Context: an optimization exercise on an open-source flow, tuned for small area, a short achievable clock period and few clock cycles per item. The choices shown serve that exercise and are no tape-out recipe. Only simulation tests tie the RTL to the original design; equivalence was not proved. Power figures rest on the tool's default switching activity, not on a simulated workload.

==> v25: inputs <==
==> flow/design.v <==
package rcrc_pkg;
    localparam int TIME_BITS = 48;
    localparam int FRAC_BITS = 16;
    localparam int RATE_BITS = 18 + FRAC_BITS;
    localparam logic [31:0] RESET_RTT     = 32'd100000;
    localparam logic [16:0] RESET_NOMINAL = 17'd10000;
    localparam logic [31:0] RESET_SCALE   = 32'd20752;
    localparam logic [31:0] RESET_INTERVAL = 32'd4;
    localparam logic [32:0] RESET_THALF    = 33'd360448000;
    localparam logic [15:0] LOSS_LIMIT = 16'd6553;
    localparam logic [1:0] REG_RTT     = 2'd0;
    localparam logic [1:0] REG_NOMINAL = 2'd1;
    localparam logic [1:0] REG_SCALE   = 2'd2;
endpackage
import rcrc_pkg::*;
module receiver_credit_rate_controller
(
    input  logic        aclk,
    input  logic        aresetn,
    input  logic        s_valid,
    output logic        s_ready,
    input  logic [81:0] s_data,
    output logic        m_valid,
    input  logic        m_ready,
    output logic [84:0] m_data,
    input  logic        cfg_valid,
    output logic        cfg_ready,
    input  logic [1:0]  cfg_index,
    input  logic [31:0] cfg_data
);
    localparam int E_FIRST = 0;     
    localparam int E_LOSS  = 1;     
    localparam int E_INC   = 2;     
    localparam int E_ACC   = 3;     
    localparam int E_R1    = 4;     
    localparam int E_D10   = 5;     
    localparam int E_R2    = 6;     
    localparam int E_CLAMP = 7;     
    localparam int E_ITEST = 8;     
    localparam int E_ISTEP = 9;     
    localparam int E_CFG   = 10;    
    localparam int E_SWAP  = 11;    
    localparam int NST     = 12;
    logic [31:0] rtt_reg, scale_reg;
    logic [16:0] nom_reg;
    logic [32:0] thalf_reg;
    logic [31:0] ivf_reg;
    logic        cfg_pend;
    logic [31:0] expected_reg, cnum_reg, iv_reg, sent_reg, lost_reg;
    logic        sending_reg, ovw_reg;
    logic [47:0] lc_reg, lfb_reg;
    logic [33:0] rate_reg;
    logic [81:0] item_reg;
    logic        item_v;
    logic        m_valid_reg;
    logic        o_cv, o_late, o_fb;
    logic [NST-1:0] st;
    logic        idle;
    assign idle = st == '0;
    logic [4:0]  cnt;
    logic [1:0]  kidx;
    logic [1:0]  cmp_reg;    
    logic        q_prev;
    logic        pre;        
    assign cfg_ready = 1'b1;
    assign m_valid = m_valid_reg;
    assign m_data = {o_cv, cnum_reg & {32{o_cv}}, expected_reg, rate_reg[33:16], o_late, o_fb};
    logic [47:0] tick;
    logic        pv, pe;
    logic [31:0] seq;
    assign tick = item_reg[81:34];
    assign pv   = item_reg[33];
    assign seq  = item_reg[32:1];
    assign pe   = item_reg[0];
    logic go_ok, go;
    assign go_ok = idle && !cfg_pend && (!m_valid_reg || m_ready);
    assign go = item_v && go_ok;
    assign s_ready = !item_v || go_ok;
    function automatic logic gap_gt(input logic [47:0] t, input logic [47:0] last,
                                    input logic [31:0] lim);
        logic [31:0] x, y, z, cs, cc;
        logic [33:0] s;
        logic        b32, ne0, ne1;
        x = t[31:0];
        y = ~last[31:0];
        z = ~lim;
        cs = x ^ y ^ z;
        cc = (x & y) | (x & z) | (y & z);
        s = {2'b00, cs} + {1'b0, cc, 1'b1};
        b32 = t[31:0] < last[31:0];
        ne0 = t[47:32] != last[47:32];
        ne1 = t[47:32] != (last[47:32] + 16'd1);
        gap_gt = (b32 ? ne1 : ne0) | s[33] | (b32 & s[32]);
    endfunction
    logic        credit, fb, seq_eq, seq_gt, late;
    logic [31:0] cnum_eff, cnum_inc, lost_new, sent_new;
    logic [33:0] lost_sum;
    always_comb begin
        credit = sending_reg && gap_gt(tick, lc_reg, iv_reg);
        fb = gap_gt(tick, lfb_reg, rtt_reg);
        seq_eq = seq == expected_reg;
        seq_gt = seq > expected_reg;
        late = pv && !seq_eq && !seq_gt;
        cnum_eff = ovw_reg ? expected_reg : cnum_reg;
        cnum_inc = cnum_eff + 32'd1;
        sent_new = (sent_reg == 32'hFFFF_FFFF) ? sent_reg : sent_reg + 32'd1;
        lost_sum = {2'b00, lost_reg} + {2'b00, seq} + {2'b00, ~expected_reg} + 34'd1;
        lost_new = lost_sum[31:0] | {32{lost_sum[33]}};
    end
    logic [33:0] er;
    logic [17:0] eh;
    logic        ex;
    logic [49:0] acc;
    logic [35:0] v10;
    logic [3:0]  rem10;
    assign acc   = {eh, lost_reg};
    assign v10   = {eh[1:0], er};
    assign rem10 = eh[5:2];
    logic [33:0] floor_q;
    assign floor_q = {nom_reg, 15'd0};
    logic        dv_sent, dv_rate, dv_floor;    
    logic [34:0] da, db;
    logic [35:0] ddiff;
    logic        dborrow, dq;
    logic [33:0] dnext;      
    always_comb begin
        db = ({35{dv_sent}} & {3'd0, sent_reg})
           | ({35{dv_rate}} & {1'b0, rate_reg})
           | ({35{dv_floor}} & {1'b0, floor_q});
        da = {er, ex};
        ddiff = {1'b0, da} - {1'b0, db};
        dborrow = ddiff[35];
        dq = !dborrow;
        dnext = dborrow ? da[33:0] : ddiff[33:0];
    end
    logic [49:0] aa, ab, asum;
    logic        acin;
    always_comb begin
        aa = '0;
        ab = '0;
        acin = 1'b0;
        if (st[E_FIRST] || st[E_INC]) begin
            aa = {16'd0, 1'b0, rate_reg[33:1]};
            ab = {17'd0, thalf_reg};
        end
        if (st[E_LOSS] || st[E_ACC]) begin
            aa = {acc[48:0], 1'b0};
            ab = q_prev ? {16'd0, rate_reg} : 50'd0;
        end
        if (st[E_R1]) begin
            aa = {16'd0, rate_reg};
            ab = {16'd0, ~acc[49:16]};
            acin = acc[15:0] == 16'd0;
        end
        if (st[E_R2]) begin
            aa = {16'd0, pre ? floor_q : rate_reg};
            ab = {14'd0, v10};
        end
        asum = aa + ab + 50'(acin);
    end
    logic [1:0]  cmp_next;
    logic        lim_bit;
    logic [15:0] lim_c;
    assign lim_c = LOSS_LIMIT;
    always_comb begin
        lim_bit = lim_c[cnt[3:0]];
        cmp_next = cmp_reg;
        if (cmp_reg == 2'd0) begin
            if (dq && !lim_bit) cmp_next = 2'd2;
            else if (!dq && lim_bit) cmp_next = 2'd1;
        end
    end
    function automatic logic [7:0] d10(input logic [3:0] r, input logic [3:0] n);
        logic [7:0] val;
        val = {r, n};
        d10 = {4'(val / 8'd10), 4'(val % 8'd10)};
    endfunction
    logic [7:0] d10a, d10b, d10c;
    assign d10a = d10(rem10, v10[35:32]);
    assign d10b = d10(d10a[3:0], v10[31:28]);
    assign d10c = d10(d10b[3:0], v10[27:24]);
    logic [33:0] er_load;
    logic        w_big;
    assign er_load = {1'b0, scale_reg[25:0], 7'd0};
    assign w_big = scale_reg[31:26] != 6'd0;
    logic l_ge_s;
    assign l_ge_s = lost_reg >= sent_reg;
    logic done_fb, cfg_wr, ovf;
    assign cfg_wr = cfg_valid && (cfg_index == REG_NOMINAL || cfg_index == REG_SCALE);
    always_comb begin
        done_fb = !pre && (
            (st[E_FIRST] && sent_reg != 32'd0 && lost_reg != 32'd0 && l_ge_s)
            || (st[E_ITEST] && kidx == 2'd3 && dq)
            || (st[E_ISTEP] && cnt == 5'd0));
    end
    always_ff @(posedge aclk) begin
        if (s_ready) begin
            item_reg <= s_data;
        end
        if (go) begin
            o_cv <= credit;
            o_late <= late;
            o_fb <= fb;
        end
        if (!aresetn) begin
            rtt_reg <= RESET_RTT;
            nom_reg <= RESET_NOMINAL;
            scale_reg <= RESET_SCALE;
            thalf_reg <= RESET_THALF;
            ivf_reg <= RESET_INTERVAL;
            cfg_pend <= 1'b0;
            expected_reg <= '0;
            cnum_reg <= '0;
            ovw_reg <= 1'b0;
            sending_reg <= 1'b1;
            lc_reg <= '0;
            iv_reg <= RESET_INTERVAL;
            lfb_reg <= '0;
            rate_reg <= 34'(RESET_NOMINAL) << 16;
            sent_reg <= '0;
            lost_reg <= '0;
            item_v <= 1'b0;
            m_valid_reg <= 1'b0;
            st <= '0;
            cnt <= '0;
            kidx <= '0;
            cmp_reg <= '0;
            q_prev <= 1'b0;
            pre <= 1'b0;
            ovf <= 1'b0;
            dv_sent <= 1'b0;
            dv_rate <= 1'b0;
            dv_floor <= 1'b0;
        end else begin
            if (s_ready) item_v <= s_valid;
            if (go) begin
                m_valid_reg <= !fb;
            end else if (done_fb) begin
                m_valid_reg <= 1'b1;
            end else if (m_ready) begin
                m_valid_reg <= 1'b0;
            end
            if (cfg_valid) begin
                case (cfg_index)
                    REG_RTT:     rtt_reg <= cfg_data;
                    REG_NOMINAL: nom_reg <= cfg_data[16:0];
                    REG_SCALE:   scale_reg <= cfg_data;
                    default:     ;
                endcase
            end
            if (go) begin
                ovw_reg <= pv && seq_gt;
                cnum_reg <= credit ? cnum_inc : cnum_eff;
                if (credit) begin
                    sent_reg <= sent_new;
                    lc_reg <= tick;
                end
                if (pv) begin
                    if (pe) sending_reg <= 1'b0;
                    if (seq_eq) expected_reg <= expected_reg + 32'd1;
                    if (seq_gt) lost_reg <= lost_new;
                end
                if (fb) begin
                    lfb_reg <= tick;
                    st <= NST'(1) << E_FIRST;
                end
            end
            if (st[E_FIRST]) begin
                cnt <= 5'd15;
                cmp_reg <= 2'd0;
                q_prev <= 1'b0;
                er <= lost_reg;
                ex <= 1'b0;
                eh <= '0;
                lost_reg <= '0;
                iv_reg <= '0;
                if (sent_reg == 32'd0 || lost_reg == 32'd0) begin
                    rate_reg <= asum[33:0];
                    er <= er_load;
                    ex <= 1'b0;
                    kidx <= 2'd0;
                    sent_reg <= '0;
                    dv_rate <= 1'b1;
                    st <= NST'(1) << E_ITEST;
                end else if (l_ge_s) begin
                    rate_reg <= floor_q;
                    iv_reg <= ivf_reg;
                    sent_reg <= '0;
                    st <= '0;
                end else begin
                    dv_sent <= 1'b1;
                    st <= NST'(1) << E_LOSS;
                end
            end
            if (st[E_LOSS]) begin
                er <= dnext;
                q_prev <= dq;
                cmp_reg <= cmp_next;
                {eh, lost_reg} <= asum;
                cnt <= cnt - 5'd1;
                if (cmp_next == 2'd1 || cnt == 5'd0) begin
                    dv_sent <= 1'b0;
                    st <= NST'(1) << ((cmp_next == 2'd2) ? E_ACC : E_INC);
                end
            end
            if (st[E_INC]) begin
                rate_reg <= asum[33:0];
                er <= er_load;
                ex <= 1'b0;
                kidx <= 2'd0;
                sent_reg <= '0;
                lost_reg <= '0;
                dv_rate <= 1'b1;
                st <= NST'(1) << E_ITEST;
            end
            if (st[E_ACC]) begin
                {eh, lost_reg} <= asum;
                st <= NST'(1) << E_R1;
            end
            if (st[E_R1]) begin
                rate_reg <= asum[33:0];
                {eh[5:0], er} <= {4'd0, 2'd0, asum[33:0]};
                cnt <= 5'd2;
                st <= NST'(1) << E_D10;
            end
            if (st[E_D10]) begin
                {eh[5:0], er} <= {d10c[3:0], v10[23:0], d10a[7:4], d10b[7:4], d10c[7:4]};
                cnt <= cnt - 5'd1;
                if (cnt == 5'd0) st <= NST'(1) << E_R2;
            end
            if (st[E_R2]) begin
                if (pre) begin
                    thalf_reg <= asum[32:0];
                    er <= er_load;
                    ex <= 1'b0;
                    kidx <= 2'd0;
                    iv_reg <= '0;
                    dv_floor <= 1'b1;
                    st <= NST'(1) << E_ITEST;
                end else begin
                    rate_reg <= asum[33:0];
                    ovf <= asum[34];
                    er <= {1'b0, asum[33:1]};
                    ex <= asum[0];
                    dv_floor <= 1'b1;
                    st <= NST'(1) << E_CLAMP;
                end
            end
            if (st[E_CLAMP]) begin
                if (ovf) rate_reg <= {34{1'b1}};
                else if (dborrow) rate_reg <= floor_q;
                er <= er_load;
                ex <= 1'b0;
                kidx <= 2'd0;
                sent_reg <= '0;
                lost_reg <= '0;
                dv_floor <= 1'b0;
                dv_rate <= 1'b1;
                st <= NST'(1) << E_ITEST;
            end
            if (st[E_ITEST]) begin
                if (dborrow && !(kidx == 2'd0 && w_big)) begin
                    {er, ex, iv_reg} <= {dnext, iv_reg, 1'b0};
                    cnt <= {kidx, 3'b111};
                    st <= NST'(1) << E_ISTEP;
                end else if (kidx == 2'd3) begin
                    iv_reg <= 32'hFFFF_FFFF;
                    dv_rate <= 1'b0;
                    dv_floor <= 1'b0;
                    st <= pre ? (NST'(1) << E_SWAP) : '0;
                end else if (kidx == 2'd0) begin
                    {er, ex, iv_reg} <= {3'd0, scale_reg, 32'd0};
                    kidx <= 2'd1;
                end else begin
                    {er, ex, iv_reg} <= {8'd0, er, ex, iv_reg[31:8]};
                    kidx <= kidx + 2'd1;
                end
            end
            if (st[E_ISTEP]) begin
                {er, ex, iv_reg} <= {dnext, iv_reg, dq};
                cnt <= cnt - 5'd1;
                if (cnt == 5'd0) begin
                    dv_rate <= 1'b0;
                    dv_floor <= 1'b0;
                    st <= pre ? (NST'(1) << E_SWAP) : '0;
                end
            end
            if (st[E_SWAP]) begin
                iv_reg <= ivf_reg;
                ivf_reg <= iv_reg;
                pre <= 1'b0;
                st <= '0;
            end
            if (st[E_CFG]) begin
                if (!pre) ivf_reg <= iv_reg;
                pre <= 1'b1;
                {eh[5:0], er} <= {4'd0, 2'd0, floor_q};
                cnt <= 5'd2;
                st <= NST'(1) << E_D10;
            end
            if (cfg_wr) begin
                cfg_pend <= 1'b1;
            end
            if (cfg_pend && (idle || pre)) begin
                cfg_pend <= cfg_wr;
                dv_rate <= 1'b0;
                dv_floor <= 1'b0;
                st <= NST'(1) << E_CFG;
            end
        end
    end
endmodule
==> flow/run.sh <==
#!/bin/bash
# synth_recipe.tcl (not shown) runs the flow's synth.tcl, then flattens the netlist and writes it again
# the make line also repeats each setting of config.mk as NAME=value (left out here)
make -C /OpenROAD-flow-scripts/flow DESIGN_CONFIG=/design/flow/config.mk WORK_HOME=/design/flow/orfs CLKGATE_MAP_FILE= SYNTH_SCRIPT=/design/flow/synth_recipe.tcl finish
==> flow/config.mk <==
export PLATFORM = sky130hd
export DESIGN_NAME = receiver_credit_rate_controller
export DESIGN_NICKNAME = receiver_credit_rate_controller
export VERILOG_FILES = /design/flow/design.v
export SDC_FILE = /design/flow/constraint.sdc
export NUM_CORES = 4
export LEC_CHECK = 0
export CAP_MARGIN = 20
export CORE_MARGIN = 2
export CORE_UTILIZATION = 40
export SETUP_SLACK_MARGIN = 5
export SLEW_MARGIN = 20
==> flow/constraint.sdc <==
create_clock -name core_clock -period 10.0 [get_ports {aclk}]
set_input_delay 2.0000 -clock core_clock [delete_from_list [all_inputs] [get_ports {aclk}]]
set_output_delay 2.0000 -clock core_clock [all_outputs]
set_load 0.01 [all_outputs]
==> inputs of v12, as changes to v25 <==
--- a/flow/design.v
+++ b/flow/design.v
@@ -181,7 +181,8 @@
     assign d10c = d10(d10b[3:0], v10[27:24]);
     logic [33:0] er_load;
     logic        w_big;
-    assign er_load = {1'b0, scale_reg[25:0], 7'd0};
+    logic        fast8;
+    assign er_load = fast8 ? {scale_reg[25:0], 8'd0} : {1'b0, scale_reg[25:0], 7'd0};
     assign w_big = scale_reg[31:26] != 6'd0;
     logic l_ge_s;
     assign l_ge_s = lost_reg >= sent_reg;
@@ -231,6 +232,7 @@
             dv_sent <= 1'b0;
             dv_rate <= 1'b0;
             dv_floor <= 1'b0;
+            fast8 <= 1'b1;
         end else begin
             if (s_ready) item_v <= s_valid;
             if (go) begin
@@ -279,9 +281,10 @@
                     er <= er_load;
                     ex <= 1'b0;
                     kidx <= 2'd0;
+                    cnt <= 5'd7;
                     sent_reg <= '0;
                     dv_rate <= 1'b1;
-                    st <= NST'(1) << E_ITEST;
+                    st <= NST'(1) << (fast8 ? E_ISTEP : E_ITEST);
                 end else if (l_ge_s) begin
                     rate_reg <= floor_q;
                     iv_reg <= ivf_reg;
@@ -308,10 +311,11 @@
                 er <= er_load;
                 ex <= 1'b0;
                 kidx <= 2'd0;
+                cnt <= 5'd7;
                 sent_reg <= '0;
                 lost_reg <= '0;
                 dv_rate <= 1'b1;
-                st <= NST'(1) << E_ITEST;
+                st <= NST'(1) << (fast8 ? E_ISTEP : E_ITEST);
             end
             if (st[E_ACC]) begin
                 {eh, lost_reg} <= asum;
@@ -331,7 +335,7 @@
             if (st[E_R2]) begin
                 if (pre) begin
                     thalf_reg <= asum[32:0];
-                    er <= er_load;
+                    er <= {1'b0, scale_reg[25:0], 7'd0};
                     ex <= 1'b0;
                     kidx <= 2'd0;
                     iv_reg <= '0;
@@ -352,13 +356,15 @@
                 er <= er_load;
                 ex <= 1'b0;
                 kidx <= 2'd0;
+                cnt <= 5'd7;
                 sent_reg <= '0;
                 lost_reg <= '0;
                 dv_floor <= 1'b0;
                 dv_rate <= 1'b1;
-                st <= NST'(1) << E_ITEST;
+                st <= NST'(1) << (fast8 ? E_ISTEP : E_ITEST);
             end
             if (st[E_ITEST]) begin
+                if (pre && kidx == 2'd0) fast8 <= dborrow && !w_big;
                 if (dborrow && !(kidx == 2'd0 && w_big)) begin
                     {er, ex, iv_reg} <= {dnext, iv_reg, 1'b0};
                     cnt <= {kidx, 3'b111};
--- a/flow/config.mk
+++ b/flow/config.mk
@@ -7,6 +7,6 @@
 export LEC_CHECK = 0
 export CAP_MARGIN = 20
 export CORE_MARGIN = 2
-export CORE_UTILIZATION = 40
+export CORE_UTILIZATION = 50
 export SETUP_SLACK_MARGIN = 5
 export SLEW_MARGIN = 20
==> inputs of v10, as changes to v25 <==
--- a/flow/design.v
+++ b/flow/design.v
@@ -111,11 +111,11 @@
     logic [17:0] eh;
     logic        ex;
     logic [49:0] acc;
-    logic [35:0] v10;
+    logic [31:0] v10;
     logic [3:0]  rem10;
     assign acc   = {eh, lost_reg};
-    assign v10   = {eh[1:0], er};
-    assign rem10 = eh[5:2];
+    assign v10   = er[31:0];
+    assign rem10 = eh[3:0];
     logic [33:0] floor_q;
     assign floor_q = {nom_reg, 15'd0};
     logic        dv_sent, dv_rate, dv_floor;    
@@ -139,7 +139,7 @@
         aa = '0;
         ab = '0;
         acin = 1'b0;
-        if (st[E_FIRST] || st[E_INC]) begin
+        if (idle || st[E_INC]) begin
             aa = {16'd0, 1'b0, rate_reg[33:1]};
             ab = {17'd0, thalf_reg};
         end
@@ -154,7 +154,7 @@
         end
         if (st[E_R2]) begin
             aa = {16'd0, pre ? floor_q : rate_reg};
-            ab = {14'd0, v10};
+            ab = {18'd0, v10};
         end
         asum = aa + ab + 50'(acin);
     end
@@ -175,21 +175,27 @@
         val = {r, n};
         d10 = {4'(val / 8'd10), 4'(val % 8'd10)};
     endfunction
-    logic [7:0] d10a, d10b, d10c;
-    assign d10a = d10(rem10, v10[35:32]);
-    assign d10b = d10(d10a[3:0], v10[31:28]);
-    assign d10c = d10(d10b[3:0], v10[27:24]);
-    logic [33:0] er_load;
-    logic        w_big;
+    logic [7:0] d10a, d10b;
+    assign d10a = d10(rem10, v10[31:28]);
+    assign d10b = d10(d10a[3:0], v10[27:24]);
+    logic [33:0] er_load, er0;
+    logic [4:0]  kc0;
+    logic        w_big, fastk, seen1;
     assign er_load = {1'b0, scale_reg[25:0], 7'd0};
     assign w_big = scale_reg[31:26] != 6'd0;
     logic l_ge_s;
     assign l_ge_s = lost_reg >= sent_reg;
+    logic inc0;
+    assign inc0 = (sent_reg == 32'd0 && !credit) || (lost_reg == 32'd0 && !(pv && seq_gt));
+    logic        r1_low;
+    assign r1_low = dborrow;
     logic done_fb, cfg_wr, ovf;
     assign cfg_wr = cfg_valid && (cfg_index == REG_NOMINAL || cfg_index == REG_SCALE);
     always_comb begin
         done_fb = !pre && (
-            (st[E_FIRST] && sent_reg != 32'd0 && lost_reg != 32'd0 && l_ge_s)
+            (st[E_FIRST] && l_ge_s)
+            || (st[E_D10] && cnt == 5'd3 && r1_low)
+            || (st[E_CLAMP] && !ovf && dborrow)
             || (st[E_ITEST] && kidx == 2'd3 && dq)
             || (st[E_ISTEP] && cnt == 5'd0));
     end
@@ -231,6 +237,10 @@
             dv_sent <= 1'b0;
             dv_rate <= 1'b0;
             dv_floor <= 1'b0;
+            fastk <= 1'b1;
+            er0 <= 34'd170000384;    
+            kc0 <= 5'd2;
+            seen1 <= 1'b0;
         end else begin
             if (s_ready) item_v <= s_valid;
             if (go) begin
@@ -262,34 +272,44 @@
                 end
                 if (fb) begin
                     lfb_reg <= tick;
-                    st <= NST'(1) << E_FIRST;
+                    if (inc0) begin
+                        rate_reg <= asum[33:0];
+                        er <= fastk ? er0 : er_load;
+                        ex <= 1'b0;
+                        iv_reg <= '0;
+                        kidx <= 2'd0;
+                        cnt <= kc0;
+                        sent_reg <= '0;
+                        lost_reg <= '0;
+                        dv_rate <= 1'b1;
+                        st <= NST'(1) << (fastk ? E_ISTEP : E_ITEST);
+                    end else begin
+                        er <= (pv && seq_gt) ? lost_new : lost_reg;
+                        ex <= 1'b0;
+                        cnt <= 5'd15;
+                        cmp_reg <= 2'd0;
+                        q_prev <= 1'b0;
+                        dv_sent <= 1'b1;
+                        st <= NST'(1) << E_FIRST;
+                    end
                 end
             end
             if (st[E_FIRST]) begin
-                cnt <= 5'd15;
-                cmp_reg <= 2'd0;
-                q_prev <= 1'b0;
-                er <= lost_reg;
-                ex <= 1'b0;
+                er <= dnext;
+                q_prev <= dq;
+                cmp_reg <= cmp_next;
+                cnt <= cnt - 5'd1;
                 eh <= '0;
                 lost_reg <= '0;
                 iv_reg <= '0;
-                if (sent_reg == 32'd0 || lost_reg == 32'd0) begin
-                    rate_reg <= asum[33:0];
-                    er <= er_load;
-                    ex <= 1'b0;
-                    kidx <= 2'd0;
-                    sent_reg <= '0;
-                    dv_rate <= 1'b1;
-                    st <= NST'(1) << E_ITEST;
-                end else if (l_ge_s) begin
+                st <= NST'(1) << ((cmp_next == 2'd1) ? E_INC : E_LOSS);
+                if (cmp_next == 2'd1) dv_sent <= 1'b0;
+                if (l_ge_s) begin
                     rate_reg <= floor_q;
                     iv_reg <= ivf_reg;
                     sent_reg <= '0;
+                    dv_sent <= 1'b0;
                     st <= '0;
-                end else begin
-                    dv_sent <= 1'b1;
-                    st <= NST'(1) << E_LOSS;
                 end
             end
             if (st[E_LOSS]) begin
@@ -305,13 +325,14 @@
             end
             if (st[E_INC]) begin
                 rate_reg <= asum[33:0];
-                er <= er_load;
+                er <= fastk ? er0 : er_load;
                 ex <= 1'b0;
                 kidx <= 2'd0;
+                cnt <= kc0;
                 sent_reg <= '0;
                 lost_reg <= '0;
                 dv_rate <= 1'b1;
-                st <= NST'(1) << E_ITEST;
+                st <= NST'(1) << (fastk ? E_ISTEP : E_ITEST);
             end
             if (st[E_ACC]) begin
                 {eh, lost_reg} <= asum;
@@ -319,18 +340,31 @@
             end
             if (st[E_R1]) begin
                 rate_reg <= asum[33:0];
-                {eh[5:0], er} <= {4'd0, 2'd0, asum[33:0]};
-                cnt <= 5'd2;
+                ex <= 1'b0;
+                dv_floor <= 1'b1;
+                er <= asum[33:0];
+                eh[3:0] <= {2'd0, asum[33:32]};
+                cnt <= 5'd3;
                 st <= NST'(1) << E_D10;
             end
             if (st[E_D10]) begin
-                {eh[5:0], er} <= {d10c[3:0], v10[23:0], d10a[7:4], d10b[7:4], d10c[7:4]};
+                er[31:0] <= {v10[23:0], d10a[7:4], d10b[7:4]};
+                eh[3:0] <= d10b[3:0];
                 cnt <= cnt - 5'd1;
                 if (cnt == 5'd0) st <= NST'(1) << E_R2;
+                if (cnt == 5'd3) dv_floor <= pre;
+                if (!pre && cnt == 5'd3 && r1_low) begin
+                    rate_reg <= floor_q;
+                    iv_reg <= ivf_reg;
+                    sent_reg <= '0;
+                    lost_reg <= '0;
+                    st <= '0;
+                end
             end
             if (st[E_R2]) begin
                 if (pre) begin
                     thalf_reg <= asum[32:0];
+                    seen1 <= 1'b0;
                     er <= er_load;
                     ex <= 1'b0;
                     kidx <= 2'd0;
@@ -347,16 +381,23 @@
                 end
             end
             if (st[E_CLAMP]) begin
-                if (ovf) rate_reg <= {34{1'b1}};
-                else if (dborrow) rate_reg <= floor_q;
-                er <= er_load;
+                er <= fastk ? er0 : er_load;
                 ex <= 1'b0;
                 kidx <= 2'd0;
+                cnt <= kc0;
                 sent_reg <= '0;
                 lost_reg <= '0;
                 dv_floor <= 1'b0;
                 dv_rate <= 1'b1;
-                st <= NST'(1) << E_ITEST;
+                st <= NST'(1) << (fastk ? E_ISTEP : E_ITEST);
+                if (ovf) begin
+                    rate_reg <= {34{1'b1}};
+                end else if (dborrow) begin
+                    rate_reg <= floor_q;
+                    iv_reg <= ivf_reg;
+                    dv_rate <= 1'b0;
+                    st <= '0;
+                end
             end
             if (st[E_ITEST]) begin
                 if (dborrow && !(kidx == 2'd0 && w_big)) begin
@@ -378,6 +419,11 @@
             end
             if (st[E_ISTEP]) begin
                 {er, ex, iv_reg} <= {dnext, iv_reg, dq};
+                if (pre && dq && !seen1) begin
+                    seen1 <= 1'b1;
+                    er0 <= er;
+                    kc0 <= cnt;
+                end
                 cnt <= cnt - 5'd1;
                 if (cnt == 5'd0) begin
                     dv_rate <= 1'b0;
@@ -388,14 +434,20 @@
             if (st[E_SWAP]) begin
                 iv_reg <= ivf_reg;
                 ivf_reg <= iv_reg;
+                fastk <= kidx[1] == 1'b0;
+                if (!seen1) begin
+                    er0 <= {scale_reg[18:0], 15'd0};
+                    kc0 <= 5'd0;
+                end
                 pre <= 1'b0;
                 st <= '0;
             end
             if (st[E_CFG]) begin
                 if (!pre) ivf_reg <= iv_reg;
                 pre <= 1'b1;
-                {eh[5:0], er} <= {4'd0, 2'd0, floor_q};
-                cnt <= 5'd2;
+                er <= floor_q;
+                eh[3:0] <= {2'd0, floor_q[33:32]};
+                cnt <= 5'd3;
                 st <= NST'(1) << E_D10;
             end
             if (cfg_wr) begin
--- a/flow/config.mk
+++ b/flow/config.mk
@@ -7,6 +7,6 @@
 export LEC_CHECK = 0
 export CAP_MARGIN = 20
 export CORE_MARGIN = 2
-export CORE_UTILIZATION = 40
+export CORE_UTILIZATION = 45
 export SETUP_SLACK_MARGIN = 5
 export SLEW_MARGIN = 20
==> comparison table <==
| quantity | v10 | v12 | v25 |
|---|---|---|---|
| Result of the run | finished clean | finished clean | finished clean |
| Share of synthesized area occupied by flip-flops and latches | 29.1% | 28.9% | 28.5% |
| Switching power total | 11.6 mW | 7.97 mW | 5.57 mW |
| GRT Total Usage | 40.4% | 45.2% | 34.3% |
| Slew at the pin closest to its max-slew limit | 1.45 ns | 1.35 ns | 1.33 ns |
| CP max-delay cell | buf_6 | edfxtp_1 | o211ai_1 |
| Largest net degree at the start of global routing | 98 | 114 | 132 |
| Final clock-cell share | 4.65% | 4.46% | 4.81% |
| Number of inserted diodes | 7 | 5 | 9 |
| Worst slew margin relative to its limit | 2.46% | 9.61% | 10.9% |
| Average size of a mapped cell | 7.91 sq um | 7.91 sq um | 7.92 sq um |
| Total power | 22.6 mW | 16.3 mW | 12.7 mW |
| Shortest clock period the worst path allows after layout | 5.32 ns | 5.32 ns | 5.23 ns |
| Met3 WL post-DR | 32100 microns | 27100 microns | 27800 microns |
Testbench counts of v25, summed over its fixed seeds: cycles 21,844, items 9,600.
Testbench counts of v12, summed over its fixed seeds: cycles 21,215, items 9,600.
Testbench counts of v10, summed over its fixed seeds: cycles 18,433, items 9,600.

## separate check: timing with driven ports
In the flow no input, the clock included, has a driving cell. The finished layouts below were timed again as built, in two steps.
Step 1 assumes that a clkbuf_16 drives the clock port and a buf_2 every other input.
Step 2, shift: input delay + t, output delay - t, t = (earliest + latest rising clock arrival at the registers) / 2. This alone moves slack from input paths to output paths.
a / b / c = ideal ports / drivers / drivers and shift; a / b = the first two.
| run | t, ns | slack for setup (ns) | worst hold slack (ns) |
|---|---|---|---|
| v25 | 0.763 | 4.774 / 4.774 / 4.497 | 0.454 / 0.454 / 0.454 |
| v12 | 0.772 | 4.683 / 4.683 / 4.631 | 0.457 / 0.457 / 0.457 |
| v10 | 0.761 | 4.678 / 4.678 / 4.423 | 0.449 / 0.449 / 0.449 |
After both steps every run listed still meets setup and hold. For v25, which loses most, drivers alone change the setup slack by 0.000 ns; drivers and shift together by -0.277 ns.
